Source: an optimization exercise on an open RTL-to-GDS flow (aim: small area, a short achievable clock period and few clock cycles). Production flows keep margins and buffers that such runs may drop. Only simulation tests tie the RTL to the original design; equivalence was not proved. Power and IR drop assume default switching activity.

===== flow/design.v =====
module fp4_sdf_stage #(
    parameter int S = 0
) (
    input  logic       clk,
    input  logic       rst,
    input  logic [7:0] x,         
    input  logic       x_v,       
    input  logic       x_sof,     
    input  logic       nx_sof,    
    output logic [7:0] y,         
    output logic       y_v,
    output logic       y_sof,
    output logic       ny_v,      
    output logic       ny_sof
);
    localparam int D = 1 << S;
    function automatic logic [2:0] cadd(input logic [2:0] a, input logic [2:0] b);
        case ({a, b})
            6'o00: cadd = 3'd0; 6'o01: cadd = 3'd1; 6'o02: cadd = 3'd2; 6'o03: cadd = 3'd3; 6'o04: cadd = 3'd4; 6'o05: cadd = 3'd5; 6'o06: cadd = 3'd6; 6'o07: cadd = 3'd7;
            6'o10: cadd = 3'd1; 6'o11: cadd = 3'd2; 6'o12: cadd = 3'd3; 6'o13: cadd = 3'd4; 6'o14: cadd = 3'd4; 6'o15: cadd = 3'd6; 6'o16: cadd = 3'd6; 6'o17: cadd = 3'd7;
            6'o20: cadd = 3'd2; 6'o21: cadd = 3'd3; 6'o22: cadd = 3'd4; 6'o23: cadd = 3'd4; 6'o24: cadd = 3'd5; 6'o25: cadd = 3'd6; 6'o26: cadd = 3'd6; 6'o27: cadd = 3'd7;
            6'o30: cadd = 3'd3; 6'o31: cadd = 3'd4; 6'o32: cadd = 3'd4; 6'o33: cadd = 3'd5; 6'o34: cadd = 3'd6; 6'o35: cadd = 3'd6; 6'o36: cadd = 3'd7; 6'o37: cadd = 3'd7;
            6'o40: cadd = 3'd4; 6'o41: cadd = 3'd4; 6'o42: cadd = 3'd5; 6'o43: cadd = 3'd6; 6'o44: cadd = 3'd6; 6'o45: cadd = 3'd6; 6'o46: cadd = 3'd7; 6'o47: cadd = 3'd7;
            6'o50: cadd = 3'd5; 6'o51: cadd = 3'd6; 6'o52: cadd = 3'd6; 6'o53: cadd = 3'd6; 6'o54: cadd = 3'd6; 6'o55: cadd = 3'd7; 6'o56: cadd = 3'd7; 6'o57: cadd = 3'd7;
            6'o60: cadd = 3'd6; 6'o61: cadd = 3'd6; 6'o62: cadd = 3'd6; 6'o63: cadd = 3'd7; 6'o64: cadd = 3'd7; 6'o65: cadd = 3'd7; 6'o66: cadd = 3'd7; 6'o67: cadd = 3'd7;
            6'o70: cadd = 3'd7; 6'o71: cadd = 3'd7; 6'o72: cadd = 3'd7; 6'o73: cadd = 3'd7; 6'o74: cadd = 3'd7; 6'o75: cadd = 3'd7; 6'o76: cadd = 3'd7; 6'o77: cadd = 3'd7;
            default: cadd = 3'd0;
        endcase
    endfunction
    function automatic logic [2:0] csub(input logic [2:0] a, input logic [2:0] b);
        case ({a, b})
            6'o00: csub = 3'd0; 6'o01: csub = 3'd1; 6'o02: csub = 3'd2; 6'o03: csub = 3'd3; 6'o04: csub = 3'd4; 6'o05: csub = 3'd5; 6'o06: csub = 3'd6; 6'o07: csub = 3'd7;
            6'o10: csub = 3'd1; 6'o11: csub = 3'd0; 6'o12: csub = 3'd1; 6'o13: csub = 3'd2; 6'o14: csub = 3'd3; 6'o15: csub = 3'd4; 6'o16: csub = 3'd6; 6'o17: csub = 3'd7;
            6'o20: csub = 3'd2; 6'o21: csub = 3'd1; 6'o22: csub = 3'd0; 6'o23: csub = 3'd1; 6'o24: csub = 3'd2; 6'o25: csub = 3'd4; 6'o26: csub = 3'd5; 6'o27: csub = 3'd6;
            6'o30: csub = 3'd3; 6'o31: csub = 3'd2; 6'o32: csub = 3'd1; 6'o33: csub = 3'd0; 6'o34: csub = 3'd1; 6'o35: csub = 3'd3; 6'o36: csub = 3'd4; 6'o37: csub = 3'd6;
            6'o40: csub = 3'd4; 6'o41: csub = 3'd3; 6'o42: csub = 3'd2; 6'o43: csub = 3'd1; 6'o44: csub = 3'd0; 6'o45: csub = 3'd2; 6'o46: csub = 3'd4; 6'o47: csub = 3'd6;
            6'o50: csub = 3'd5; 6'o51: csub = 3'd4; 6'o52: csub = 3'd4; 6'o53: csub = 3'd3; 6'o54: csub = 3'd2; 6'o55: csub = 3'd0; 6'o56: csub = 3'd2; 6'o57: csub = 3'd5;
            6'o60: csub = 3'd6; 6'o61: csub = 3'd6; 6'o62: csub = 3'd5; 6'o63: csub = 3'd4; 6'o64: csub = 3'd4; 6'o65: csub = 3'd2; 6'o66: csub = 3'd0; 6'o67: csub = 3'd4;
            6'o70: csub = 3'd7; 6'o71: csub = 3'd7; 6'o72: csub = 3'd6; 6'o73: csub = 3'd6; 6'o74: csub = 3'd6; 6'o75: csub = 3'd5; 6'o76: csub = 3'd4; 6'o77: csub = 3'd0;
            default: csub = 3'd0;
        endcase
    endfunction
    function automatic logic cgt(input logic [2:0] a, input logic [2:0] b);
        case ({a, b})
            6'o00: cgt = 1'b0;
            6'o01: cgt = 1'b0;
            6'o02: cgt = 1'b0;
            6'o03: cgt = 1'b0;
            6'o04: cgt = 1'b0;
            6'o05: cgt = 1'b0;
            6'o06: cgt = 1'b0;
            6'o07: cgt = 1'b0;
            6'o10: cgt = 1'b1;
            6'o11: cgt = 1'b0;
            6'o12: cgt = 1'b0;
            6'o13: cgt = 1'b0;
            6'o14: cgt = 1'b0;
            6'o15: cgt = 1'b0;
            6'o16: cgt = 1'b0;
            6'o17: cgt = 1'b0;
            6'o20: cgt = 1'b1;
            6'o21: cgt = 1'b1;
            6'o22: cgt = 1'b0;
            6'o23: cgt = 1'b0;
            6'o24: cgt = 1'b0;
            6'o25: cgt = 1'b0;
            6'o26: cgt = 1'b0;
            6'o27: cgt = 1'b0;
            6'o30: cgt = 1'b1;
            6'o31: cgt = 1'b1;
            6'o32: cgt = 1'b1;
            6'o33: cgt = 1'b0;
            6'o34: cgt = 1'b0;
            6'o35: cgt = 1'b0;
            6'o36: cgt = 1'b0;
            6'o37: cgt = 1'b0;
            6'o40: cgt = 1'b1;
            6'o41: cgt = 1'b1;
            6'o42: cgt = 1'b1;
            6'o43: cgt = 1'b1;
            6'o44: cgt = 1'b0;
            6'o45: cgt = 1'b0;
            6'o46: cgt = 1'b0;
            6'o47: cgt = 1'b0;
            6'o50: cgt = 1'b1;
            6'o51: cgt = 1'b1;
            6'o52: cgt = 1'b1;
            6'o53: cgt = 1'b1;
            6'o54: cgt = 1'b1;
            6'o55: cgt = 1'b0;
            6'o56: cgt = 1'b0;
            6'o57: cgt = 1'b0;
            6'o60: cgt = 1'b1;
            6'o61: cgt = 1'b1;
            6'o62: cgt = 1'b1;
            6'o63: cgt = 1'b1;
            6'o64: cgt = 1'b1;
            6'o65: cgt = 1'b1;
            6'o66: cgt = 1'b0;
            6'o67: cgt = 1'b0;
            6'o70: cgt = 1'b1;
            6'o71: cgt = 1'b1;
            6'o72: cgt = 1'b1;
            6'o73: cgt = 1'b1;
            6'o74: cgt = 1'b1;
            6'o75: cgt = 1'b1;
            6'o76: cgt = 1'b1;
            6'o77: cgt = 1'b0;
            default: cgt = 1'b0;
        endcase
    endfunction
    function automatic logic [7:0] fpair(input logic [3:0] p, input logic [3:0] q);
        logic [2:0] ca, cs, c1, c2;
        logic       es, gt, s1, s2;
        ca = cadd(p[2:0], q[2:0]);
        cs = csub(p[2:0], q[2:0]);
        es = p[3] ^ q[3];
        gt = cgt(q[2:0], p[2:0]);
        c1 = es ? cs : ca;
        c2 = es ? ca : cs;
        s1 = (es && gt) ? q[3] : p[3];
        s2 = (!es && gt) ? !q[3] : p[3];
        fpair = {s1 && (c1 != 3'd0), c1, s2 && (c2 != 3'd0), c2};
    endfunction
    function automatic logic [3:0] fadd1(input logic [3:0] p, input logic [3:0] q);
        logic [7:0] r;
        r = fpair(p, q);
        fadd1 = r[7:4];
    endfunction
    function automatic logic [2:0] chalf(input logic [2:0] c);
        case (c)
            3'd0, 3'd1: chalf = 3'd0;
            3'd2:       chalf = 3'd1;
            3'd3, 3'd4: chalf = 3'd2;
            3'd5:       chalf = 3'd3;
            3'd6:       chalf = 3'd4;
            default:    chalf = 3'd5;
        endcase
    endfunction
    function automatic logic [3:0] fmulw(input logic [3:0] w, input logic [3:0] b);
        logic [2:0] c;
        case (w[2:0])
            3'd0:    c = 3'd0;
            3'd1:    c = chalf(b[2:0]);
            default: c = b[2:0];
        endcase
        fmulw = {w[3] ^ b[3], c};
    endfunction
    function automatic logic [7:0] twiddle(input logic [3:0] k);
        case (k)
            4'd0, 4'd1:       twiddle = 8'h20;
            4'd2, 4'd3:       twiddle = 8'h29;
            4'd4:             twiddle = 8'h19;
            4'd5, 4'd6:       twiddle = 8'h1A;
            4'd7, 4'd8, 4'd9: twiddle = 8'h0A;
            4'd10, 4'd11:     twiddle = 8'h9A;
            4'd12:            twiddle = 8'h99;
            4'd13, 4'd14:     twiddle = 8'hA9;
            default:          twiddle = 8'hA0;
        endcase
    endfunction
    localparam int P = (S >= 2) ? 1 : 0;
    localparam int L = D + P;    
    logic [S:0] p_q, p_n;
    logic       bf_q;
    assign p_n = nx_sof ? '0 : p_q + 1'b1;
    always_ff @(posedge clk) begin
        p_q  <= p_n;
        bf_q <= p_n[S];
    end
    logic [7:0] t;
    generate
        if (S == 0) begin : g_w1
            assign t = x;
        end else if (S == 1) begin : g_wj
            assign t = (bf_q && p_q[0]) ? {x[3:0], !x[7], x[6:4]} : x;
        end else begin : g_wn
            logic [S-1:0] k_q;
            always_ff @(posedge clk) k_q <= p_n[S] ? p_n[S-1:0] : '0;
            if (S == 2) begin : g_w4
                logic [7:0] sd;
                assign sd = fpair({x[3], chalf(x[2:0])}, {x[7], chalf(x[6:4])});   
                always_comb begin
                    case (k_q)
                        2'd0:    t = x;
                        2'd1:    t = {sd[7:4], sd[3:0]};
                        2'd2:    t = {x[3:0], !x[7], x[6:4]};
                        default: t = {sd[3:0], !sd[7], sd[6:4]};
                    endcase
                end
            end else begin : g_wg
                logic [7:0] w;
                logic [3:0] pr, pi, qr, qi;
                assign w  = twiddle(4'(k_q) << (4 - S));
                assign pr = fmulw(w[7:4], x[7:4]);
                assign pi = fmulw(w[3:0], x[3:0]);
                assign qr = fmulw(w[7:4], x[3:0]);
                assign qi = fmulw(w[3:0], x[7:4]);
                assign t  = {fadd1(pr, {!pi[3], pi[2:0]}), fadd1(qr, qi)};
            end
        end
    endgenerate
    logic [7:0] b;
    logic       bf;
    generate
        if (P == 1) begin : g_p
            logic [7:0] t_q;
            logic       bf2_q;
            always_ff @(posedge clk) begin
                t_q   <= t;
                bf2_q <= bf_q;
            end
            assign b  = t_q;
            assign bf = bf2_q;
        end else begin : g_np
            assign b  = t;
            assign bf = bf_q;
        end
    endgenerate
    logic [7:0] dl [0:D-1];
    logic [L-1:0] tv, ts;
    logic [7:0] head, pr_re, pr_im, out_n, dl_in;
    assign head  = dl[D-1];
    assign pr_re = fpair(head[7:4], b[7:4]);
    assign pr_im = fpair(head[3:0], b[3:0]);
    assign out_n = bf ? {pr_re[7:4], pr_im[7:4]} : head;
    assign dl_in = bf ? {pr_re[3:0], pr_im[3:0]} : b;
    always_ff @(posedge clk) begin
        dl[0] <= dl_in;
        for (int i = 1; i < D; i++) dl[i] <= dl[i-1];
        y <= out_n;
        ts[0] <= x_sof;
        for (int i = 1; i < L; i++) ts[i] <= ts[i-1];
        y_sof <= ts[L-1];
    end
    always_ff @(posedge clk or negedge rst) begin
        if (!rst) begin
            tv  <= '0;
            y_v <= 1'b0;
        end else begin
            tv[0] <= x_v;
            for (int i = 1; i < L; i++) tv[i] <= tv[i-1];
            y_v <= tv[L-1];
        end
    end
    assign ny_v   = tv[L-1];
    assign ny_sof = ts[L-1];
endmodule
module fft_top (
    input  logic       clk,
    input  logic       rst,
    input  logic [2:0] log2n,
    input  logic [7:0] data_in,
    input  logic       data_in_valid,
    output logic       fft_ready,
    output logic       done,
    output logic       error,
    output logic [7:0] data_out,
    output logic       data_out_valid
);
    function automatic logic [4:0] perm(input logic [14:0] sel, input logic [4:0] i);
        for (int k = 0; k < 5; k++) perm[k] = i[sel[3*k +: 3]];
    endfunction
    function automatic logic [14:0] rev_after(input logic [14:0] sel, input logic [2:0] l);
        logic [2:0] j;
        for (int k = 0; k < 5; k++) begin
            j = sel[3*k +: 3];
            rev_after[3*k +: 3] = (j < l) ? 3'(l - 3'd1 - j) : j;
        end
    endfunction
    localparam logic [14:0] SEL_ID = {3'd4, 3'd3, 3'd2, 3'd1, 3'd0};
    logic       pend;         
    logic [4:0] cnt;          
    logic [2:0] fl;           
    logic       at_last;      
    logic       log2n_ok, first_acc, loading, take_more, last_take;
    logic       rfree, rsoon, rstart;
    logic       ractive;
    logic [4:0] rcnt, rnm1;
    assign log2n_ok  = (log2n != 3'd0) && (log2n <= 3'd5);
    assign first_acc = data_in_valid && fft_ready && log2n_ok;
    assign loading   = !fft_ready && !pend;
    assign take_more = data_in_valid && loading;
    assign at_last   = (cnt == 5'((6'd1 << fl) - 6'd2));
    assign last_take = take_more && at_last;
    assign rfree  = !ractive || (rcnt == rnm1);
    assign rsoon  = rfree || (rcnt == rnm1 - 5'd1);
    assign rstart = pend && rfree;
    logic       in_v, in_first;
    logic [7:0] in_d;
    logic [2:0] in_l;
    always_ff @(posedge clk or negedge rst) begin
        if (!rst) begin
            fft_ready <= 1'b1;
            pend      <= 1'b0;
            error     <= 1'b0;
            in_v      <= 1'b0;
            in_first  <= 1'b0;
        end else begin
            if (fft_ready) fft_ready <= !first_acc;
            else if (pend) fft_ready <= rfree;
            else           fft_ready <= last_take && rsoon;
            pend     <= pend ? !rfree : last_take;
            error    <= fft_ready && data_in_valid && !log2n_ok;
            in_v     <= first_acc || take_more;
            in_first <= first_acc;
        end
    end
    always_ff @(posedge clk) begin
        if (fft_ready) begin
            fl  <= log2n;    
            cnt <= 5'd0;
        end else if (data_in_valid) begin
            cnt <= cnt + 5'd1;
        end
        in_d <= data_in;
        in_l <= log2n;
    end
    logic [7:0]  mem [0:31];
    logic [14:0] wsel, rsel;
    logic [2:0]  wl;
    logic [4:0]  wcnt, waddr, raddr;
    assign waddr = in_first ? 5'd0 : perm(wsel, wcnt);
    always_ff @(posedge clk) begin
        if (in_v) begin
            mem[waddr] <= in_d;
            wcnt       <= in_first ? 5'd1 : wcnt + 5'd1;
        end
    end
    always_ff @(posedge clk or negedge rst) begin
        if (!rst) begin
            wsel <= SEL_ID;
            wl   <= 3'd0;
        end else if (in_v && in_first) begin
            wsel <= rev_after(wsel, wl);
            wl   <= in_l;
        end
    end
    always_ff @(posedge clk or negedge rst) begin
        if (!rst) ractive <= 1'b0;
        else if (rstart) ractive <= 1'b1;
        else if (ractive && rcnt == rnm1) ractive <= 1'b0;
    end
    always_ff @(posedge clk) begin
        if (rstart) begin
            rcnt <= 5'd0;
            rsel <= rev_after(wsel, wl);
            rnm1 <= 5'((6'd1 << wl) - 6'd1);
        end else if (ractive) begin
            rcnt <= rcnt + 5'd1;
        end
    end
    assign raddr = perm(rsel, rcnt);
    logic       r_nx_sof, s0_v, s0_sof;
    logic [7:0] s0_x;
    assign r_nx_sof = !ractive || (rcnt == 5'd0);    
    always_ff @(posedge clk) begin
        s0_x   <= mem[raddr];
        s0_sof <= r_nx_sof;
    end
    always_ff @(posedge clk or negedge rst) begin
        if (!rst) s0_v <= 1'b0;
        else      s0_v <= ractive;
    end
    logic [7:0] x1, x2, x3, x4, x5;
    logic       v1, v2, v3, v4, v5, f1, f2, f3, f4, f5;
    logic       nv1, nv2, nv3, nv4, nv5, nf1, nf2, nf3, nf4, nf5;
    fp4_sdf_stage #(.S(0)) u_s0 (.clk(clk), .rst(rst), .x(s0_x), .x_v(s0_v), .x_sof(s0_sof), .nx_sof(r_nx_sof),
                                 .y(x1), .y_v(v1), .y_sof(f1), .ny_v(nv1), .ny_sof(nf1));
    fp4_sdf_stage #(.S(1)) u_s1 (.clk(clk), .rst(rst), .x(x1), .x_v(v1), .x_sof(f1), .nx_sof(nf1),
                                 .y(x2), .y_v(v2), .y_sof(f2), .ny_v(nv2), .ny_sof(nf2));
    fp4_sdf_stage #(.S(2)) u_s2 (.clk(clk), .rst(rst), .x(x2), .x_v(v2), .x_sof(f2), .nx_sof(nf2),
                                 .y(x3), .y_v(v3), .y_sof(f3), .ny_v(nv3), .ny_sof(nf3));
    fp4_sdf_stage #(.S(3)) u_s3 (.clk(clk), .rst(rst), .x(x3), .x_v(v3), .x_sof(f3), .nx_sof(nf3),
                                 .y(x4), .y_v(v4), .y_sof(f4), .ny_v(nv4), .ny_sof(nf4));
    fp4_sdf_stage #(.S(4)) u_s4 (.clk(clk), .rst(rst), .x(x4), .x_v(v4), .x_sof(f4), .nx_sof(nf4),
                                 .y(x5), .y_v(v5), .y_sof(f5), .ny_v(nv5), .ny_sof(nf5));
    assign data_out       = x5;
    assign data_out_valid = v5;
    always_ff @(posedge clk or negedge rst) begin
        if (!rst) done <= 1'b0;
        else      done <= nv5 & nf5;
    end
endmodule

===== flow/config.mk =====
export PLATFORM = sky130hd
export DESIGN_NAME = fft_top
export DESIGN_NICKNAME = fft_top
export VERILOG_FILES = /design/flow/design.v
export SDC_FILE = /design/flow/constraint.sdc
export NUM_CORES = 4
export LEC_CHECK = 0
export ABC_AREA = 1
export CAP_MARGIN = 20
export CORE_MARGIN = 2
export CORE_UTILIZATION = 40
export SLEW_MARGIN = 20

===== flow/run.sh =====
#!/bin/bash
# synth_recipe.tcl (not shown) runs the flow's synth.tcl, then flattens the netlist and writes it again
# the make line also repeats each setting of config.mk as NAME=value (left out here)
make -C /OpenROAD-flow-scripts/flow DESIGN_CONFIG=/design/flow/config.mk WORK_HOME=/design/flow/orfs CLKGATE_MAP_FILE= SYNTH_SCRIPT=/design/flow/synth_recipe.tcl finish

===== flow/constraint.sdc =====
create_clock -name core_clock -period 15.0 [get_ports {clk}]
set_input_delay 3.0000 -clock core_clock [delete_from_list [all_inputs] [get_ports {clk}]]
set_output_delay 3.0000 -clock core_clock [all_outputs]
set_load 0.01 [all_outputs]

==> impl_metrics.prom, run 1 <==
# TYPE chip_impl_metric gauge
chip_impl_metric{name="final_min_period_over_clock_period",unit=""} 0.324
chip_impl_info{name="endpoint_type_of_the_worst_setup_path",value="primary output"} 1
chip_impl_info{name="clock_tree.root_cell",value="sky130_fd_sc_hd__clkbuf_16"} 1
chip_impl_metric{name="synthesis.area_per_instance",unit="µm²"} 8.57
chip_impl_metric{name="path_clk_slew",unit="ps"} 60
chip_impl_metric{name="synth.cell_area",unit="µm²"} 37300
chip_impl_metric{name="cap_viol_max_count",unit=""} 0
chip_impl_metric{name="floorplan_row_count",unit=""} 112
chip_impl_metric{name="antenna-diode-count",unit=""} 0
chip_impl_metric{name="grt_antenna_before_repair",unit=""} 0
chip_impl_info{name="status",value="complete, no violations"} 1
chip_impl_metric{name="timing_max_transition_violations_final",unit=""} 0
chip_impl_metric{name="drtPass1Iterations",unit=""} 6
chip_impl_metric{name="synthToLayoutAreaGrowth",unit="%"} 10.9
chip_impl_metric{name="design.final.nets",unit=""} 4515
chip_impl_metric{name="overflow",unit=""} 0
chip_impl_info{name="worst_path_max_delay_cell",value="sky130_fd_sc_hd__dfstp_2"} 1
chip_impl_metric{name="final_antenna_net_count",unit=""} 0
chip_impl_metric{name="synth_enable_flop_cells",unit=""} 284
chip_impl_info{name="worstSetupPathType",value="reg2out"} 1
chip_impl_info{name="commonest_cells_after_routing_fill_and_taps_aside",value="sky130_fd_sc_hd__nand2_1 (1015), sky130_fd_sc_hd__o21ai_0 (461), sky130_fd_sc_hd__dfxtp_1 (453)"} 1
chip_impl_metric{name="async_flop_share",unit=""} 0.0809
chip_impl_metric{name="grt_pass1_wl",unit="µm"} 138000
chip_impl_metric{name="cts_repair_resize_count",unit=""} 0
chip_impl_metric{name="critPathMaxStageDelay",unit="ps"} 630
chip_impl_metric{name="number_of_failing_setup_endpoints_in_the_final_timing_report",unit=""} 0
chip_impl_metric{name="yosys.area.top_type_share",unit=""} 0.243
chip_impl_metric{name="globalRouteMet1Util",unit=""} 0.234
chip_impl_metric{name="yosysSeqAreaShare",unit=""} 0.515
chip_impl_metric{name="port-buffer-count",unit=""} 25
chip_impl_metric{name="core",unit="µm²"} 92900
chip_impl_metric{name="cts_buffers",unit=""} 86
chip_impl_metric{name="grt_start_max_net_pins",unit=""} 101
chip_impl_metric{name="grtUsageMet2",unit=""} 0.291
chip_impl_metric{name="number_of_register_bits_inferred_by_synthesis",unit=""} 803
chip_impl_metric{name="headroom_to_the_max_slew_limit",unit=""} 0.276
chip_impl_metric{name="floorplan.initialDensity",unit=""} 0.402
chip_impl_info{name="cell_family_with_the_largest_share_of_critical_path_delay",value="flip-flops"} 1
chip_impl_metric{name="ctsHtreeMaxLevel",unit=""} 3
chip_impl_metric{name="clock_network_latency_to_the_later_pin_of_the_worst_skew_pair",unit="ps"} 660
chip_impl_metric{name="netlist_instances",unit=""} 4358
chip_impl_metric{name="route.vias.total",unit=""} 29100
chip_impl_metric{name="vias_in_the_first_global_route",unit=""} 27000
chip_impl_metric{name="cts_hold_buffers",unit=""} 0
chip_impl_info{name="hold_class",value="reg2reg"} 1
chip_impl_metric{name="routed_wl",unit="µm"} 83900
chip_impl_metric{name="detailedPlace.worstSlack",unit="ps"} 10370
chip_impl_metric{name="dp_hpwl",unit="µm"} 54300
chip_impl_metric{name="groute.usage.overall",unit=""} 0.175
chip_impl_metric{name="synth-warning-count",unit=""} 11
chip_impl_metric{name="hold_slack",unit="ps"} 317
chip_impl_metric{name="tns",unit="ps"} 0
chip_impl_metric{name="layout-drive-gt1-share",unit=""} 0.0665
chip_impl_metric{name="power_density",unit="nW/µm²"} 242
chip_impl_metric{name="chipWidth",unit="µm"} 310
chip_impl_metric{name="worstPathArrival",unit="ps"} 1860
chip_impl_metric{name="initialDrtViolationCount",unit=""} 2748
chip_impl_metric{name="post_drt_wl_per_cell",unit="µm"} 14.9
chip_impl_metric{name="instances_no_fill",unit=""} 5647
chip_impl_metric{name="post_cts_setup_buffer_count",unit=""} 0
chip_impl_metric{name="max-vdd-ir-drop",unit="V"} 0.000145
chip_impl_metric{name="number_of_buffers_and_inverters_on_the_critical_path",unit=""} 1
chip_impl_metric{name="max-clock-path-buffers",unit=""} 3
chip_impl_info{name="grt_setup_unrepaired",value="no"} 1
chip_impl_metric{name="final_core_util",unit=""} 0.446
chip_impl_metric{name="finalClockSkew",unit="ps"} 38.0
chip_impl_metric{name="final_critical_path_setup_slack",unit="ps"} 10140
chip_impl_metric{name="clkSinkCount",unit=""} 803
chip_impl_metric{name="number_of_primary_i_o_pins",unit=""} 26
chip_impl_info{name="worstSetupStartpointType",value="flip-flop"} 1
chip_impl_metric{name="worstMarginPinSlew",unit="ps"} 1080
chip_impl_metric{name="layout_min_cycle_time",unit="ps"} 4860
chip_impl_metric{name="route.detailed.drc",unit=""} 0
chip_impl_metric{name="synth_nets",unit=""} 4551
chip_impl_info{name="grt_busiest_layer",value="met2"} 1
chip_impl_info{name="post-synth-top-area-cell",value="sky130_fd_sc_hd__dfxtp_1"} 1
chip_impl_metric{name="gp_congestion",unit=""} 0.900
chip_impl_metric{name="hold_viol_final",unit=""} 0
chip_impl_metric{name="critPathMaxFanout",unit=""} 9
chip_impl_metric{name="die_area",unit="µm²"} 95800
chip_impl_metric{name="ys_types",unit=""} 67
chip_impl_info{name="ys_top_cells_by_area",value="sky130_fd_sc_hd__dfxtp_1 (24%), sky130_fd_sc_hd__edfxtp_1 (23%), sky130_fd_sc_hd__nand2_1 (10%), sky130_fd_sc_hd__o21ai_0 (6.2%), sky130_fd_sc_hd__ha_1 (5.8%)"} 1
chip_impl_metric{name="die_y",unit="µm"} 310
chip_impl_info{name="crit_chain",value="clkdlybuf4s50_1"} 1
chip_impl_metric{name="max_freq",unit="MHz"} 206
chip_impl_metric{name="gr-usage-met3",unit=""} 0.0240
chip_impl_metric{name="route.detailed.vias_per_inst",unit=""} 5.16
chip_impl_metric{name="worst-endpoint-required",unit="ps"} 12000
chip_impl_info{name="mostFrequentLayoutCell",value="sky130_fd_sc_hd__nand2_1"} 1
chip_impl_metric{name="dp_cells",unit=""} 5488
chip_impl_info{name="synth_ff_type",value="sky130_fd_sc_hd__dfxtp_1"} 1
chip_impl_info{name="tritoncts",value="built"} 1
chip_impl_metric{name="power_leakage",unit="nW"} 17.6
[sequential cells by signal, summed over array words and instances (netlist names), 9 cells and up, named ones only]
name     cells
mem        256
rsel        15
u_s1.dl     16
u_s2.dl     32
u_s3.dl     64
u_s3.ts      9
u_s3.tv      9
u_s4.dl    128
u_s4.ts     17
u_s4.tv     17
wsel        15
[cells in the mapped netlist, drive strengths merged (11+ instances only)]
cell type	instances
a211oi	14
a21oi	152
a31oi	14
buf	75
clkbuf	93
clkinv	11
dfrtp	59
dfxtp	454
edfxtp	284
ha	174
inv	376
nand2	1061
nand3	402
nand4	25
nor2	364
nor3	28
o211ai	52
o21ai	509
o221ai	65
o22ai	22
xnor2	19
xor2	24
[worst reg2reg max path, cell delays in order, from the launching register on]
cell and delay [ps]:
sky130_fd_sc_hd__dfxtp_1 360, sky130_fd_sc_hd__nor2_1 290, sky130_fd_sc_hd__nand3_1 120, sky130_fd_sc_hd__nand2_1 310, sky130_fd_sc_hd__inv_1 200, sky130_fd_sc_hd__ha_1 290, sky130_fd_sc_hd__inv_1 130, sky130_fd_sc_hd__ha_1 240
sky130_fd_sc_hd__inv_1 70, sky130_fd_sc_hd__nand2_1 60, sky130_fd_sc_hd__nand2_1 90, sky130_fd_sc_hd__nand2_1 50, sky130_fd_sc_hd__nand2_1 70, sky130_fd_sc_hd__nand2_1 40, sky130_fd_sc_hd__nand3_1 160, sky130_fd_sc_hd__nand2_2 160
sky130_fd_sc_hd__inv_1 140, sky130_fd_sc_hd__ha_1 220, sky130_fd_sc_hd__inv_1 90, sky130_fd_sc_hd__ha_1 300, sky130_fd_sc_hd__o22ai_1 150, sky130_fd_sc_hd__nand2_1 70, sky130_fd_sc_hd__nand2_1 70, sky130_fd_sc_hd__nand2_1 40
[stage by stage]
| step | area, µm² | power (mW) |
|---|---|---|
| final | 41400 | 10.0 |
| after global routing | 41400 | 11.0 |
| after CTS | 41400 | 10.1 |
| after detailed placement | 38500 | 7.86 |
| after global placement | 38500 | 7.85 |
| after floorplan | 37300 | 6.83 |
[area by class of cell]
type	instances	area (µm²)
clock buffer	112	2360
inverter	387	1460
sequential	803	19300
fill	8985	51500
tap	1254	1570
multi-input combinational	3000	15800
clock inverter	47	573
timing repair buffer	44	388
[kinds of logic after synthesis]
| family | after synthesis | share of synthesized area |
|---|---|---|
| adders and majority gates | 179 | 0.0610 |
| AOI/OAI and AO/OA | 875 | 0.136 |
| xor gates and xnor gates | 43 | 0.0105 |
| buffers and inverters | 555 | 0.0618 |
| and+or+nand+nor | 1902 | 0.215 |
| muxes | 1 | 0.000301 |
| DFF | 803 | 0.515 |
[metal layers]
layer | wire [µm] | share of wire
met1 | 38100 | 0.45
met2 | 39200 | 0.47
met3 | 4170 | 0.050
met4 | 2540 | 0.030
met5 | 0 | 0
[worst paths after layout]
kind                                        to                         from  depth (start not counted)  slack, ps
worst max-delay path                 fft_ready                    fft_ready                          1      10140
worst min-delay path            u_s4.dl[10][2]                u_s4.dl[9][2]                          0        320
worst max register to register       flip-flop  u_s4.genblk1.g_wn.g_wg.w[1]                         23      11170
worst min register to register  u_s4.dl[10][2]                u_s4.dl[9][2]                          0        320
max in group asynchronous           u_s4.tv[2]                          rst                          2      11870
min in group asynchronous                error                          rst                          2       2510
[report_power, final]
part           internal [mW]  switching, mW  total, mW
Clock                   1.29          0.877       2.17
Combinational           1.41           2.98       4.39
Sequential              3.01          0.466       3.48
Testbench counts, summed over its fixed seeds: cycles 5,565.
==> run 2, diff against run 1 <==
--- a/flow/design.v
+++ b/flow/design.v
@@ -269,38 +269,62 @@
         end
     endfunction
     localparam logic [14:0] SEL_ID = {3'd4, 3'd3, 3'd2, 3'd1, 3'd0};
-    logic       pend;         
+    function automatic logic [2:0] perm3(input logic [5:0] sel, input logic [2:0] i);
+        for (int k = 0; k < 3; k++) perm3[k] = i[sel[2*k +: 2]];
+    endfunction
+    function automatic logic [5:0] rev_after3(input logic [5:0] sel, input logic [1:0] l);
+        logic [1:0] j;
+        for (int k = 0; k < 3; k++) begin
+            j = sel[2*k +: 2];
+            rev_after3[2*k +: 2] = (j < l) ? 2'(l - 2'd1 - j) : j;
+        end
+    endfunction
+    localparam logic [5:0] SEL3_ID = {2'd2, 2'd1, 2'd0};
+    logic       ld;           
+    logic       lb;           
+    logic       pnd_m, pnd_s; 
+    logic       s_old;        
     logic [4:0] cnt;          
     logic [2:0] fl;           
     logic       at_last;      
-    logic       log2n_ok, first_acc, loading, take_more, last_take;
-    logic       rfree, rsoon, rstart;
-    logic       ractive;
+    logic       log2n_ok, first_acc, take_more, last_take;
+    logic       rfree, rsoon, start_m, start_s, side_av, to_side;
+    logic       ractive, rb;
     logic [4:0] rcnt, rnm1;
     assign log2n_ok  = (log2n != 3'd0) && (log2n <= 3'd5);
     assign first_acc = data_in_valid && fft_ready && log2n_ok;
-    assign loading   = !fft_ready && !pend;
-    assign take_more = data_in_valid && loading;
+    assign take_more = data_in_valid && ld;
     assign at_last   = (cnt == 5'((6'd1 << fl) - 6'd2));
     assign last_take = take_more && at_last;
-    assign rfree  = !ractive || (rcnt == rnm1);
-    assign rsoon  = rfree || (rcnt == rnm1 - 5'd1);
-    assign rstart = pend && rfree;
+    assign rfree   = !ractive || (rcnt == rnm1);
+    assign rsoon   = rfree || (rcnt == rnm1 - 5'd1);
+    assign start_m = rfree && pnd_m && !(pnd_s && s_old);
+    assign start_s = rfree && pnd_s && !(pnd_m && !s_old);
+    assign side_av = !pnd_s && !(ld && lb);
+    assign to_side = !log2n[2] && side_av;
     logic       in_v, in_first;
     logic [7:0] in_d;
     logic [2:0] in_l;
     always_ff @(posedge clk or negedge rst) begin
         if (!rst) begin
             fft_ready <= 1'b1;
-            pend      <= 1'b0;
+            ld        <= 1'b0;
+            lb        <= 1'b0;
+            pnd_m     <= 1'b0;
+            pnd_s     <= 1'b0;
+            s_old     <= 1'b0;
             error     <= 1'b0;
             in_v      <= 1'b0;
             in_first  <= 1'b0;
         end else begin
-            if (fft_ready) fft_ready <= !first_acc;
-            else if (pend) fft_ready <= rfree;
-            else           fft_ready <= last_take && rsoon;
-            pend     <= pend ? !rfree : last_take;
+            if (fft_ready)      fft_ready <= !first_acc;
+            else if (ld)        fft_ready <= last_take && (lb ? (!pnd_m || start_m) : (rsoon && !pnd_s));
+            else                fft_ready <= !pnd_m || start_m;
+            ld    <= first_acc || (ld && !last_take);
+            if (first_acc) lb <= to_side;
+            pnd_m <= (pnd_m && !start_m) || (last_take && !lb);
+            pnd_s <= (pnd_s && !start_s) || (last_take && lb);
+            if (last_take) s_old <= !lb && pnd_s && !start_s;
             error    <= fft_ready && data_in_valid && !log2n_ok;
             in_v     <= first_acc || take_more;
             in_first <= first_acc;
@@ -317,45 +341,63 @@
         in_l <= log2n;
     end
     logic [7:0]  mem [0:31];
+    logic [7:0]  smem [0:7];
     logic [14:0] wsel, rsel;
+    logic [5:0]  wsel_s, rsel_s;
     logic [2:0]  wl;
+    logic [1:0]  wl_s;
     logic [4:0]  wcnt, waddr, raddr;
-    assign waddr = in_first ? 5'd0 : perm(wsel, wcnt);
+    logic [2:0]  waddr_s, raddr_s;
+    assign waddr   = in_first ? 5'd0 : perm(wsel, wcnt);
+    assign waddr_s = in_first ? 3'd0 : perm3(wsel_s, wcnt[2:0]);
     always_ff @(posedge clk) begin
-        if (in_v) begin
-            mem[waddr] <= in_d;
-            wcnt       <= in_first ? 5'd1 : wcnt + 5'd1;
-        end
+        if (in_v && !lb) mem[waddr] <= in_d;
+        if (in_v && lb)  smem[waddr_s] <= in_d;
+        if (in_v)        wcnt <= in_first ? 5'd1 : wcnt + 5'd1;
     end
     always_ff @(posedge clk or negedge rst) begin
         if (!rst) begin
-            wsel <= SEL_ID;
-            wl   <= 3'd0;
+            wsel   <= SEL_ID;
+            wl     <= 3'd0;
+            wsel_s <= SEL3_ID;
+            wl_s   <= 2'd0;
         end else if (in_v && in_first) begin
-            wsel <= rev_after(wsel, wl);
-            wl   <= in_l;
+            if (lb) begin
+                wsel_s <= rev_after3(wsel_s, wl_s);
+                wl_s   <= in_l[1:0];
+            end else begin
+                wsel <= rev_after(wsel, wl);
+                wl   <= in_l;
+            end
         end
     end
     always_ff @(posedge clk or negedge rst) begin
         if (!rst) ractive <= 1'b0;
-        else if (rstart) ractive <= 1'b1;
+        else if (start_m || start_s) ractive <= 1'b1;
         else if (ractive && rcnt == rnm1) ractive <= 1'b0;
     end
     always_ff @(posedge clk) begin
-        if (rstart) begin
+        if (start_m) begin
+            rb   <= 1'b0;
             rcnt <= 5'd0;
             rsel <= rev_after(wsel, wl);
             rnm1 <= 5'((6'd1 << wl) - 6'd1);
+        end else if (start_s) begin
+            rb     <= 1'b1;
+            rcnt   <= 5'd0;
+            rsel_s <= rev_after3(wsel_s, wl_s);
+            rnm1   <= 5'((4'd1 << wl_s) - 4'd1);
         end else if (ractive) begin
             rcnt <= rcnt + 5'd1;
         end
     end
-    assign raddr = perm(rsel, rcnt);
+    assign raddr   = perm(rsel, rcnt);
+    assign raddr_s = perm3(rsel_s, rcnt[2:0]);
     logic       r_nx_sof, s0_v, s0_sof;
     logic [7:0] s0_x;
     assign r_nx_sof = !ractive || (rcnt == 5'd0);    
     always_ff @(posedge clk) begin
-        s0_x   <= mem[raddr];
+        s0_x   <= rb ? smem[raddr_s] : mem[raddr];
         s0_sof <= r_nx_sof;
     end
     always_ff @(posedge clk or negedge rst) begin
==> impl_metrics.prom, run 2 <==
# TYPE chip_impl_metric gauge
chip_impl_metric{name="drtPass1Iterations",unit=""} 5
chip_impl_metric{name="die_area",unit="µm²"} 107000
chip_impl_metric{name="cap_viol_max_count",unit=""} 0
chip_impl_metric{name="path_clk_slew",unit="ps"} 60
chip_impl_metric{name="grt_antenna_before_repair",unit=""} 1
chip_impl_info{name="timing.hold.worst_endpoint",value="u_s4.dl[8][3]"} 1
chip_impl_info{name="main_combinational_cell_family_by_area_after_synthesis",value="simple AND/OR/NAND/NOR gates"} 1
chip_impl_metric{name="grtUsageMet2",unit=""} 0.286
chip_impl_metric{name="reg2reg_setup_slack",unit="ps"} 10150
chip_impl_info{name="worstSetupStartpointType",value="flip-flop"} 1
chip_impl_metric{name="number_of_register_bits_inferred_by_synthesis",unit=""} 900
chip_impl_metric{name="dp_hpwl",unit="µm"} 62400
chip_impl_metric{name="grt_pass1_wl",unit="µm"} 157000
chip_impl_info{name="post-synth-top-area-cell",value="sky130_fd_sc_hd__edfxtp_1"} 1
chip_impl_info{name="hold_class",value="reg2reg"} 1
chip_impl_metric{name="final_min_period_over_clock_period",unit=""} 0.325
chip_impl_metric{name="yosysSeqAreaShare",unit=""} 0.527
chip_impl_metric{name="max-vdd-ir-drop",unit="V"} 0.000138
chip_impl_metric{name="worstPathArrival",unit="ps"} 1870
chip_impl_metric{name="route.vias.total",unit=""} 32100
chip_impl_metric{name="clock_network_latency_to_the_later_pin_of_the_worst_skew_pair",unit="ps"} 680
chip_impl_info{name="endpoint_type_of_the_worst_setup_path",value="primary output"} 1
chip_impl_metric{name="floorplan_row_count",unit=""} 118
chip_impl_metric{name="number_of_primary_i_o_pins",unit=""} 26
chip_impl_metric{name="area_after_detailed_placement",unit="µm²"} 43000
chip_impl_metric{name="floorplan.initialDensity",unit=""} 0.403
chip_impl_info{name="grt_setup_unrepaired",value="no"} 1
chip_impl_metric{name="core",unit="µm²"} 103000
chip_impl_metric{name="initialDrtViolationCount",unit=""} 2845
chip_impl_metric{name="synthesis.area_per_instance",unit="µm²"} 8.73
chip_impl_info{name="worst_path_max_delay_cell",value="sky130_fd_sc_hd__dfstp_2"} 1
chip_impl_metric{name="design.final.nets",unit=""} 4952
chip_impl_metric{name="overflow",unit=""} 0
chip_impl_metric{name="cell_depth_of_the_worst_hold_path",unit=""} 0
chip_impl_metric{name="groute.usage.overall",unit=""} 0.179
chip_impl_metric{name="post_cts_setup_buffer_count",unit=""} 0
chip_impl_metric{name="route.detailed.drc",unit=""} 0
chip_impl_metric{name="number_of_buffers_and_inverters_on_the_critical_path",unit=""} 1
chip_impl_metric{name="port-buffer-count",unit=""} 25
chip_impl_metric{name="chipWidth",unit="µm"} 327
chip_impl_info{name="synthMostInstantiatedCell",value="sky130_fd_sc_hd__nand2_1"} 1
chip_impl_metric{name="critPathMaxStageDelay",unit="ps"} 630
chip_impl_metric{name="yosys.area.top_type_share",unit=""} 0.255
chip_impl_metric{name="gr-usage-met3",unit=""} 0.0274
chip_impl_info{name="worst_r2r_startpoint",value="rcnt[1]"} 1
chip_impl_metric{name="cts_buffers",unit=""} 98
chip_impl_info{name="synth_top_cells_by_count",value="sky130_fd_sc_hd__nand2_1 (1098), sky130_fd_sc_hd__o21ai_0 (474), sky130_fd_sc_hd__dfxtp_1 (469), sky130_fd_sc_hd__inv_1 (468), sky130_fd_sc_hd__nand3_1 (463)"} 1
chip_impl_info{name="cell_family_with_the_largest_share_of_critical_path_delay",value="flip-flops"} 1
chip_impl_metric{name="max-clock-path-buffers",unit=""} 3
chip_impl_metric{name="hold_viol_final",unit=""} 0
chip_impl_metric{name="route.detailed.vias_per_inst",unit=""} 5.16
chip_impl_metric{name="layout-drive-gt1-share",unit=""} 0.0614
chip_impl_metric{name="compound_cell_area_share_of_the_yosys_netlist",unit=""} 0.129
chip_impl_info{name="tritoncts",value="built"} 1
chip_impl_metric{name="power_leakage",unit="nW"} 19.6
chip_impl_metric{name="ys_types",unit=""} 71
chip_impl_metric{name="synth-warning-count",unit=""} 11
chip_impl_info{name="ys_top_cells_by_area",value="sky130_fd_sc_hd__edfxtp_1 (25%), sky130_fd_sc_hd__dfxtp_1 (23%), sky130_fd_sc_hd__nand2_1 (9.9%), sky130_fd_sc_hd__o21ai_0 (5.7%), sky130_fd_sc_hd__nand3_1 (5.6%)"} 1
chip_impl_metric{name="yosys.area_share.simple",unit=""} 0.210
chip_impl_info{name="grt_busiest_layer",value="met2"} 1
chip_impl_metric{name="worst-endpoint-required",unit="ps"} 12000
chip_impl_metric{name="detailedPlace.worstSlack",unit="ps"} 9960
chip_impl_metric{name="worstMarginPinSlew",unit="ps"} 1090
chip_impl_metric{name="finalClockSkew",unit="ps"} 32.6
chip_impl_info{name="status",value="complete, no violations"} 1
chip_impl_info{name="largest-register",value="mem"} 1
chip_impl_info{name="crit_chain",value="clkdlybuf4s50_1"} 1
chip_impl_metric{name="largest_register_ffs",unit=""} 256
chip_impl_metric{name="layout_min_cycle_time",unit="ps"} 4870
chip_impl_metric{name="die_y",unit="µm"} 327
chip_impl_metric{name="globalRouteMet1Util",unit=""} 0.251
chip_impl_metric{name="synth.mux.area_fraction",unit=""} 0.000270
chip_impl_metric{name="synth.cell_area",unit="µm²"} 41700
chip_impl_info{name="mostFrequentLayoutCell",value="sky130_fd_sc_hd__nand2_1"} 1
chip_impl_metric{name="power_density",unit="nW/µm²"} 256
chip_impl_metric{name="cts_hold_buffers",unit=""} 0
chip_impl_metric{name="routed_wl",unit="µm"} 96700
chip_impl_metric{name="grt_start_max_net_pins",unit=""} 97
chip_impl_metric{name="gp_congestion",unit=""} 0.875
chip_impl_metric{name="design_area",unit="µm²"} 46300
chip_impl_metric{name="synthToLayoutAreaGrowth",unit="%"} 11.0
chip_impl_metric{name="synth_enable_flop_cells",unit=""} 354
chip_impl_metric{name="critPathMaxFanout",unit=""} 8
chip_impl_info{name="synth_ff_type",value="sky130_fd_sc_hd__dfxtp_1"} 1
chip_impl_metric{name="clkSinkCount",unit=""} 900
chip_impl_metric{name="async_flop_share",unit=""} 0.0856
chip_impl_metric{name="final_critical_path_setup_slack",unit="ps"} 10130
chip_impl_metric{name="tns",unit="ps"} 0
chip_impl_info{name="largest_registers",value="mem: 256 flops, u_s4.dl: 128 flops"} 1
chip_impl_metric{name="vias_in_the_first_global_route",unit=""} 29900
chip_impl_info{name="clock_tree.root_cell",value="sky130_fd_sc_hd__clkbuf_16"} 1
chip_impl_metric{name="ctsHtreeMaxLevel",unit=""} 3
chip_impl_metric{name="synth-xor-area-share",unit=""} 0.00963
chip_impl_metric{name="cts_repair_resize_count",unit=""} 0
chip_impl_metric{name="synth_adder_area_share",unit=""} 0.0570
chip_impl_metric{name="timing_max_transition_violations_final",unit=""} 0
chip_impl_info{name="worst_hold_startpoint",value="u_s4.dl[7][3]"} 1
chip_impl_metric{name="post_drt_wl_per_cell",unit="µm"} 15.6
chip_impl_metric{name="antenna-diode-count",unit=""} 0
chip_impl_metric{name="netlist_instances",unit=""} 4778
chip_impl_metric{name="max_freq",unit="MHz"} 205
chip_impl_metric{name="number_of_failing_setup_endpoints_in_the_final_timing_report",unit=""} 0
chip_impl_metric{name="synth_nets",unit=""} 4979
chip_impl_metric{name="final_antenna_net_count",unit=""} 0
chip_impl_info{name="worstSetupPathType",value="reg2out"} 1
chip_impl_metric{name="worst_r2r_path_depth",unit=""} 23
chip_impl_metric{name="headroom_to_the_max_slew_limit",unit=""} 0.271
chip_impl_metric{name="hold_slack",unit="ps"} 313
chip_impl_info{name="commonest_cells_after_routing_fill_and_taps_aside",value="sky130_fd_sc_hd__nand2_1 (1098), sky130_fd_sc_hd__o21ai_0 (473), sky130_fd_sc_hd__dfxtp_1 (469)"} 1
-- run 2: changes by cell type in the layout (fill, tap and decap cells not counted), sizes merged, moves of 17 or more --
cell	before	now
nand2	1061	1121
o21ai	509	530
nand3b	9	66
nand3	402	471
inv	382	504
o221ai	65	18
a21oi	152	170
edfxtp	284	354
nor2	364	304
o211ai	52	69
clkbuf	112	142
-- run 2: worst max path at each step --
stage	startpoint	end	slack (ps)	cells past startpoint
CTS	fft_ready	fft_ready	10060	1
global route	rcnt[1]	flip-flop	9820	24
floorplan	data_in_valid	fft_ready	10840	10
finish	fft_ready	fft_ready	10130	1
detailed placement	data_in_valid	fft_ready	9960	11
global placement	data_in_valid	fft_ready	10020	11
-- run 2: cell families (layout without fill, tap and decap cells) --
family,Yosys count,count (layout)
muxes,1,1
AOI/OAI and AO/OA,933,933
DFF,900,900
and+or+nand+nor,2029,2029
xor gates and xnor gates,45,45
buffers and inverters,683,741
adders and majority gates,187,187
-- run 2: layer usage --
| layer | share of wire | wire length [µm] | up-vias |
|---|---|---|---|
| met2 | 0.45 | 43800 | 935 |
| met1 | 0.47 | 45400 | 14900 |
| li1 | - | - | 16100 |
| met5 | 0.00013 | 13 | - |
| met4 | 0.022 | 2160 | 2 |
| met3 | 0.056 | 5390 | 162 |
-- run 2: final cells by class --
class	instances	area, µm²
Timing Repair Buffer	54	465
Fill cell	9922	57200
Clock buffer	142	2880
Inverter	502	1890
Sequential cell	900	22000
Tap cell	1380	1730
Clock inverter	43	409
Multi-Input combinational cell	3195	16900
-- run 2: through the flow --
stage | utilization | cells | power [mW]
2_1_floorplan | - | 4778 | 8.01
3_3_place_gp | 0.415 | 6031 | 9.36
3_5_place_dp | 0.415 | 6031 | 9.39
4_1_cts | 0.447 | 6216 | 11.9
5_1_grt | 0.447 | 6216 | 12.9
6_report | 0.447 | 6216 | 11.8
-- run 2: where the power goes --
part	switching [mW]	total, mW	internal (mW)	leakage, nW
clock network	0.989	2.42	1.43	1.63
registers	0.476	3.91	3.43	8.05
logic	3.77	5.51	1.74	9.95
total	5.24	11.8	6.60	19.6
Testbench counts of run 2, summed over its fixed seeds: cycles 4,837.
==> run 3, diff against run 2 <==
--- a/flow/design.v
+++ b/flow/design.v
@@ -280,6 +280,8 @@
         end
     endfunction
     localparam logic [5:0] SEL3_ID = {2'd2, 2'd1, 2'd0};
+    logic       rdy;          
+    logic       rdy_n;
     logic       ld;           
     logic       lb;           
     logic       pnd_m, pnd_s; 
@@ -292,7 +294,7 @@
     logic       ractive, rb;
     logic [4:0] rcnt, rnm1;
     assign log2n_ok  = (log2n != 3'd0) && (log2n <= 3'd5);
-    assign first_acc = data_in_valid && fft_ready && log2n_ok;
+    assign first_acc = data_in_valid && rdy && log2n_ok;
     assign take_more = data_in_valid && ld;
     assign at_last   = (cnt == 5'((6'd1 << fl) - 6'd2));
     assign last_take = take_more && at_last;
@@ -302,12 +304,21 @@
     assign start_s = rfree && pnd_s && !(pnd_m && !s_old);
     assign side_av = !pnd_s && !(ld && lb);
     assign to_side = !log2n[2] && side_av;
+    always_comb begin
+        if (rdy)     rdy_n = !first_acc;
+        else if (ld) rdy_n = last_take && (lb ? (!pnd_m || start_m) : (rsoon && !pnd_s));
+        else         rdy_n = !pnd_m || start_m;
+    end
+    always_ff @(posedge clk or negedge rst) begin
+        if (!rst) fft_ready <= 1'b0;
+        else      fft_ready <= rdy_n;
+    end
     logic       in_v, in_first;
     logic [7:0] in_d;
     logic [2:0] in_l;
     always_ff @(posedge clk or negedge rst) begin
         if (!rst) begin
-            fft_ready <= 1'b1;
+            rdy       <= 1'b1;
             ld        <= 1'b0;
             lb        <= 1'b0;
             pnd_m     <= 1'b0;
@@ -317,21 +328,19 @@
             in_v      <= 1'b0;
             in_first  <= 1'b0;
         end else begin
-            if (fft_ready)      fft_ready <= !first_acc;
-            else if (ld)        fft_ready <= last_take && (lb ? (!pnd_m || start_m) : (rsoon && !pnd_s));
-            else                fft_ready <= !pnd_m || start_m;
+            rdy <= rdy_n;
             ld    <= first_acc || (ld && !last_take);
             if (first_acc) lb <= to_side;
             pnd_m <= (pnd_m && !start_m) || (last_take && !lb);
             pnd_s <= (pnd_s && !start_s) || (last_take && lb);
             if (last_take) s_old <= !lb && pnd_s && !start_s;
-            error    <= fft_ready && data_in_valid && !log2n_ok;
+            error    <= rdy && data_in_valid && !log2n_ok;
             in_v     <= first_acc || take_more;
             in_first <= first_acc;
         end
     end
     always_ff @(posedge clk) begin
-        if (fft_ready) begin
+        if (rdy) begin
             fl  <= log2n;    
             cnt <= 5'd0;
         end else if (data_in_valid) begin
@@ -421,6 +430,6 @@
     assign data_out_valid = v5;
     always_ff @(posedge clk or negedge rst) begin
         if (!rst) done <= 1'b0;
-        else      done <= nv5 & nf5;
+        else      done <= start_m || start_s;    
     end
 endmodule
==> impl_metrics.prom, run 3 <==
# TYPE chip_impl_metric gauge
chip_impl_info{name="endpoint_type_of_the_worst_setup_path",value="flip-flop"} 1
chip_impl_info{name="grt_setup_unrepaired",value="no"} 1
chip_impl_metric{name="vias_in_the_first_global_route",unit=""} 29600
chip_impl_metric{name="worst-endpoint-required",unit="ps"} 15550
chip_impl_info{name="worst_r2r_startpoint",value="rcnt[1]"} 1
chip_impl_metric{name="post_cts_setup_buffer_count",unit=""} 0
chip_impl_metric{name="port-buffer-count",unit=""} 25
chip_impl_metric{name="max_freq",unit="MHz"} 212
chip_impl_info{name="post-synth-top-area-cell",value="sky130_fd_sc_hd__edfxtp_1"} 1
chip_impl_metric{name="design.final.nets",unit=""} 4956
chip_impl_info{name="crit_chain",value="inv_4 > nand2_1 > nand3_1 > nand2_2 > nand2_4 > nand2_4 > buf_4 > nand2_1 > o21ai_0 > nand2_1 > nand3_1 > nand3_1 > nand3_1 > nand3_1 > nand2_1 > inv_2 > ha_1 > nand3_1 > nand3_1 > nand2_1 > nand2_1 > nand2_1 > inv_1 > nand2_1"} 1
chip_impl_metric{name="synthToLayoutAreaGrowth",unit="%"} 11.2
chip_impl_metric{name="synth-warning-count",unit=""} 11
chip_impl_info{name="tritoncts",value="built"} 1
chip_impl_info{name="synth_ff_type",value="sky130_fd_sc_hd__dfxtp_1"} 1
chip_impl_metric{name="max-clock-path-buffers",unit=""} 3
chip_impl_metric{name="synth-xor-area-share",unit=""} 0.00966
chip_impl_metric{name="gp_congestion",unit=""} 0.878
chip_impl_metric{name="yosysSeqAreaShare",unit=""} 0.522
chip_impl_metric{name="synth_nets",unit=""} 4989
chip_impl_info{name="synth_top_cells_by_count",value="sky130_fd_sc_hd__nand2_1 (1069), sky130_fd_sc_hd__nand3_1 (505), sky130_fd_sc_hd__inv_1 (487), sky130_fd_sc_hd__o21ai_0 (468), sky130_fd_sc_hd__dfxtp_1 (451)"} 1
chip_impl_metric{name="reg2reg_setup_slack",unit="ps"} 10290
chip_impl_metric{name="cap_viol_max_count",unit=""} 0
chip_impl_metric{name="max-vdd-ir-drop",unit="V"} 0.000138
chip_impl_metric{name="compound_cell_area_share_of_the_yosys_netlist",unit=""} 0.127
chip_impl_metric{name="number_of_register_bits_inferred_by_synthesis",unit=""} 883
chip_impl_metric{name="groute.usage.overall",unit=""} 0.176
chip_impl_metric{name="layout-drive-gt1-share",unit=""} 0.0608
chip_impl_metric{name="clkSinkCount",unit=""} 883
chip_impl_info{name="worstSetupPathType",value="reg2reg"} 1
chip_impl_metric{name="route.detailed.drc",unit=""} 0
chip_impl_info{name="worst_hold_startpoint",value="u_s3.dl[5][4]"} 1
chip_impl_metric{name="power_leakage",unit="nW"} 19.6
chip_impl_metric{name="finalClockSkew",unit="ps"} 38.8
chip_impl_metric{name="critPathMaxFanout",unit=""} 102
chip_impl_metric{name="route.vias.total",unit=""} 31900
chip_impl_metric{name="yosys.area_share.simple",unit=""} 0.213
chip_impl_metric{name="drtPass1Iterations",unit=""} 5
chip_impl_metric{name="chipWidth",unit="µm"} 326
chip_impl_metric{name="netlist_instances",unit=""} 4788
chip_impl_metric{name="yosys.area.top_type_share",unit=""} 0.257
chip_impl_metric{name="headroom_to_the_max_slew_limit",unit=""} 0.262
chip_impl_metric{name="synthesis.area_per_instance",unit="µm²"} 8.66
chip_impl_info{name="largest-register",value="mem"} 1
chip_impl_metric{name="synth.cell_area",unit="µm²"} 41400
chip_impl_metric{name="design_area",unit="µm²"} 46100
chip_impl_metric{name="final_min_period_over_clock_period",unit=""} 0.314
chip_impl_info{name="status",value="complete, no violations"} 1
chip_impl_metric{name="post_drt_wl_per_cell",unit="µm"} 15.3
chip_impl_info{name="main_combinational_cell_family_by_area_after_synthesis",value="simple AND/OR/NAND/NOR gates"} 1
chip_impl_metric{name="grt_pass1_wl",unit="µm"} 155000
chip_impl_metric{name="async_flop_share",unit=""} 0.0883
chip_impl_metric{name="core",unit="µm²"} 103000
chip_impl_metric{name="routed_wl",unit="µm"} 94900
chip_impl_info{name="commonest_cells_after_routing_fill_and_taps_aside",value="sky130_fd_sc_hd__nand2_1 (1069), sky130_fd_sc_hd__nand3_1 (505), sky130_fd_sc_hd__inv_1 (487)"} 1
chip_impl_metric{name="overflow",unit=""} 0
chip_impl_info{name="ys_top_cells_by_area",value="sky130_fd_sc_hd__edfxtp_1 (26%), sky130_fd_sc_hd__dfxtp_1 (22%), sky130_fd_sc_hd__nand2_1 (9.7%), sky130_fd_sc_hd__nand3_1 (6.1%), sky130_fd_sc_hd__o21ai_0 (5.7%)"} 1
chip_impl_metric{name="critPathMaxStageDelay",unit="ps"} 880
chip_impl_info{name="worst_path_max_delay_cell",value="sky130_fd_sc_hd__buf_4"} 1
chip_impl_metric{name="worstPathArrival",unit="ps"} 5270
chip_impl_metric{name="layout_min_cycle_time",unit="ps"} 4710
chip_impl_metric{name="number_of_failing_setup_endpoints_in_the_final_timing_report",unit=""} 0
chip_impl_info{name="critical-path-top-cell-by-count",value="sky130_fd_sc_hd__nand2_1"} 1
chip_impl_metric{name="grt_antenna_before_repair",unit=""} 0
chip_impl_metric{name="synth_enable_flop_cells",unit=""} 354
chip_impl_metric{name="ctsHtreeMaxLevel",unit=""} 3
chip_impl_metric{name="area_after_detailed_placement",unit="µm²"} 42700
chip_impl_metric{name="dp_hpwl",unit="µm"} 61700
chip_impl_metric{name="cts_repair_resize_count",unit=""} 0
chip_impl_metric{name="number_of_buffers_and_inverters_on_the_critical_path",unit=""} 4
chip_impl_metric{name="grt_start_max_net_pins",unit=""} 103
chip_impl_info{name="cell_family_with_the_largest_share_of_critical_path_delay",value="simple AND/OR/NAND/NOR gates"} 1
chip_impl_metric{name="timing_max_transition_violations_final",unit=""} 0
chip_impl_info{name="hold_class",value="reg2reg"} 1
chip_impl_metric{name="clock_network_latency_to_the_later_pin_of_the_worst_skew_pair",unit="ps"} 680
chip_impl_metric{name="path_clk_slew",unit="ps"} 60
chip_impl_metric{name="synth.mux.area_fraction",unit=""} 0.000272
chip_impl_info{name="worstSetupStartpointType",value="flip-flop"} 1
chip_impl_info{name="synthMostInstantiatedCell",value="sky130_fd_sc_hd__nand2_1"} 1
chip_impl_metric{name="synth_adder_area_share",unit=""} 0.0576
chip_impl_metric{name="route.detailed.vias_per_inst",unit=""} 5.14
chip_impl_metric{name="number_of_primary_i_o_pins",unit=""} 26
chip_impl_metric{name="initialDrtViolationCount",unit=""} 2781
chip_impl_metric{name="ys_types",unit=""} 69
chip_impl_metric{name="die_y",unit="µm"} 326
chip_impl_info{name="worstSetupStartpoint",value="rcnt[1]"} 1
chip_impl_metric{name="power_density",unit="nW/µm²"} 253
chip_impl_info{name="clock_tree.root_cell",value="sky130_fd_sc_hd__clkbuf_16"} 1
chip_impl_metric{name="hold_viol_final",unit=""} 0
chip_impl_metric{name="floorplan.initialDensity",unit=""} 0.402
chip_impl_metric{name="floorplan_row_count",unit=""} 118
chip_impl_metric{name="cts_buffers",unit=""} 95
chip_impl_info{name="mostFrequentLayoutCell",value="sky130_fd_sc_hd__nand2_1"} 1
chip_impl_metric{name="final_antenna_net_count",unit=""} 0
chip_impl_metric{name="worstMarginPinSlew",unit="ps"} 1110
chip_impl_metric{name="cts_hold_buffers",unit=""} 0
chip_impl_metric{name="largest_register_ffs",unit=""} 256
chip_impl_metric{name="tns",unit="ps"} 0
chip_impl_info{name="largest_registers",value="mem: 256 flops, u_s4.dl: 128 flops"} 1
chip_impl_metric{name="n_fill_cell",unit=""} 9873
chip_impl_metric{name="die_area",unit="µm²"} 106000
-- run 3: final cells by class --
| class | count | area (µm²) | area share |
|---|---|---|---|
| sequential | 883 | 21600 | 0.469 |
| clock buffer | 138 | 2800 | 0.0608 |
| clock inverter | 41 | 571 | 0.0124 |
| antenna | 1 | 2.50 | 0.0000543 |
| timing repair buffer | 50 | 443 | 0.00961 |
| inverter | 533 | 2000 | 0.0435 |
| multi-input combinational | 3192 | 16900 | 0.367 |
| tap | 1380 | 1730 | 0.0375 |
-- run 3: per-stage QoR --
step | cells | utilization | setup slack (ps) | hold slack, ps | power (mW)
after floorplan | 4788 | - | 10720 | 310 | 7.86
after global placement | 6037 | 0.413 | 9900 | 309 | 9.18
after detailed placement | 6038 | 0.414 | 9960 | 312 | 9.19
after CTS | 6217 | 0.446 | 10300 | 290 | 11.7
after global routing | 6217 | 0.446 | 9720 | 295 | 12.7
final | 6218 | 0.446 | 10290 | 294 | 11.7
-- run 3: cells by family after synthesis --
family	after synthesis
adders and majority gates	188
and+or+nand+nor	2043
buffers and inverters	713
DFF	883
AOI/OAI and AO/OA	916
muxes	1
xor gates and xnor gates	44
-- run 3: report_power, final --
part / internal (mW) / switching [mW] / leakage (nW)
sequential: 3.35 / 0.465 / 7.91
combinational: 1.70 / 3.69 / 9.99
clock: 1.48 / 0.983 / 1.67
total: 6.53 / 5.14 / 19.6
-- run 3: routing by layer --
metal,vias up,routed length (µm),part of all wire,track usage
li1,16100,-,-,-
met1,14800,44900,0.47,0.251
met2,946,42200,0.44,0.276
met3,173,5550,0.059,0.0250
met4,0,2260,0.024,0.0563
met5,-,0,0,0
-- run 3: path summary, 6_finish.rpt --
| path | endpoint | depth (start not counted) |
|---|---|---|
| min reg2reg | u_s3.dl[6][4] | 0 |
| min in group asynchronous | wsel[11] | 1 |
| max in group asynchronous | u_s4.tv[8] | 2 |
| max | flip-flop | 24 |
| min | u_s3.dl[6][4] | 0 |
| max reg2reg | flip-flop | 24 |
Testbench counts of run 3, summed over its fixed seeds: cycles 4,837.

[what the ideal ports hide]
The flow's constraints put no driver on any port. The routed layouts listed below were extracted and timed again, unchanged, in two steps. Step 1 assumes that a clkbuf_16 drives the clock port and a buf_2 every other input. Step 2 times the ports against the registers' clock, not the clock port: input delays grow and output delays shrink by t, the midpoint of the rising clock arrivals with the driver on. Three values: no drivers, after step 1, after step 2; two values: the first two.
run	shift t [ns]	slack for setup (ns)	cell pins on the clock port's net
run 1	0.710	10.139 / 10.071 / 10.362	1
run 2	0.724	10.129 / 10.063 / 9.984	1
run 3	0.728	10.287 / 10.287 / 9.932	1
After both steps every run listed still meets setup and hold. For run 3, which loses most, drivers alone change the setup slack by 0.000 ns; drivers and shift together by -0.355 ns.
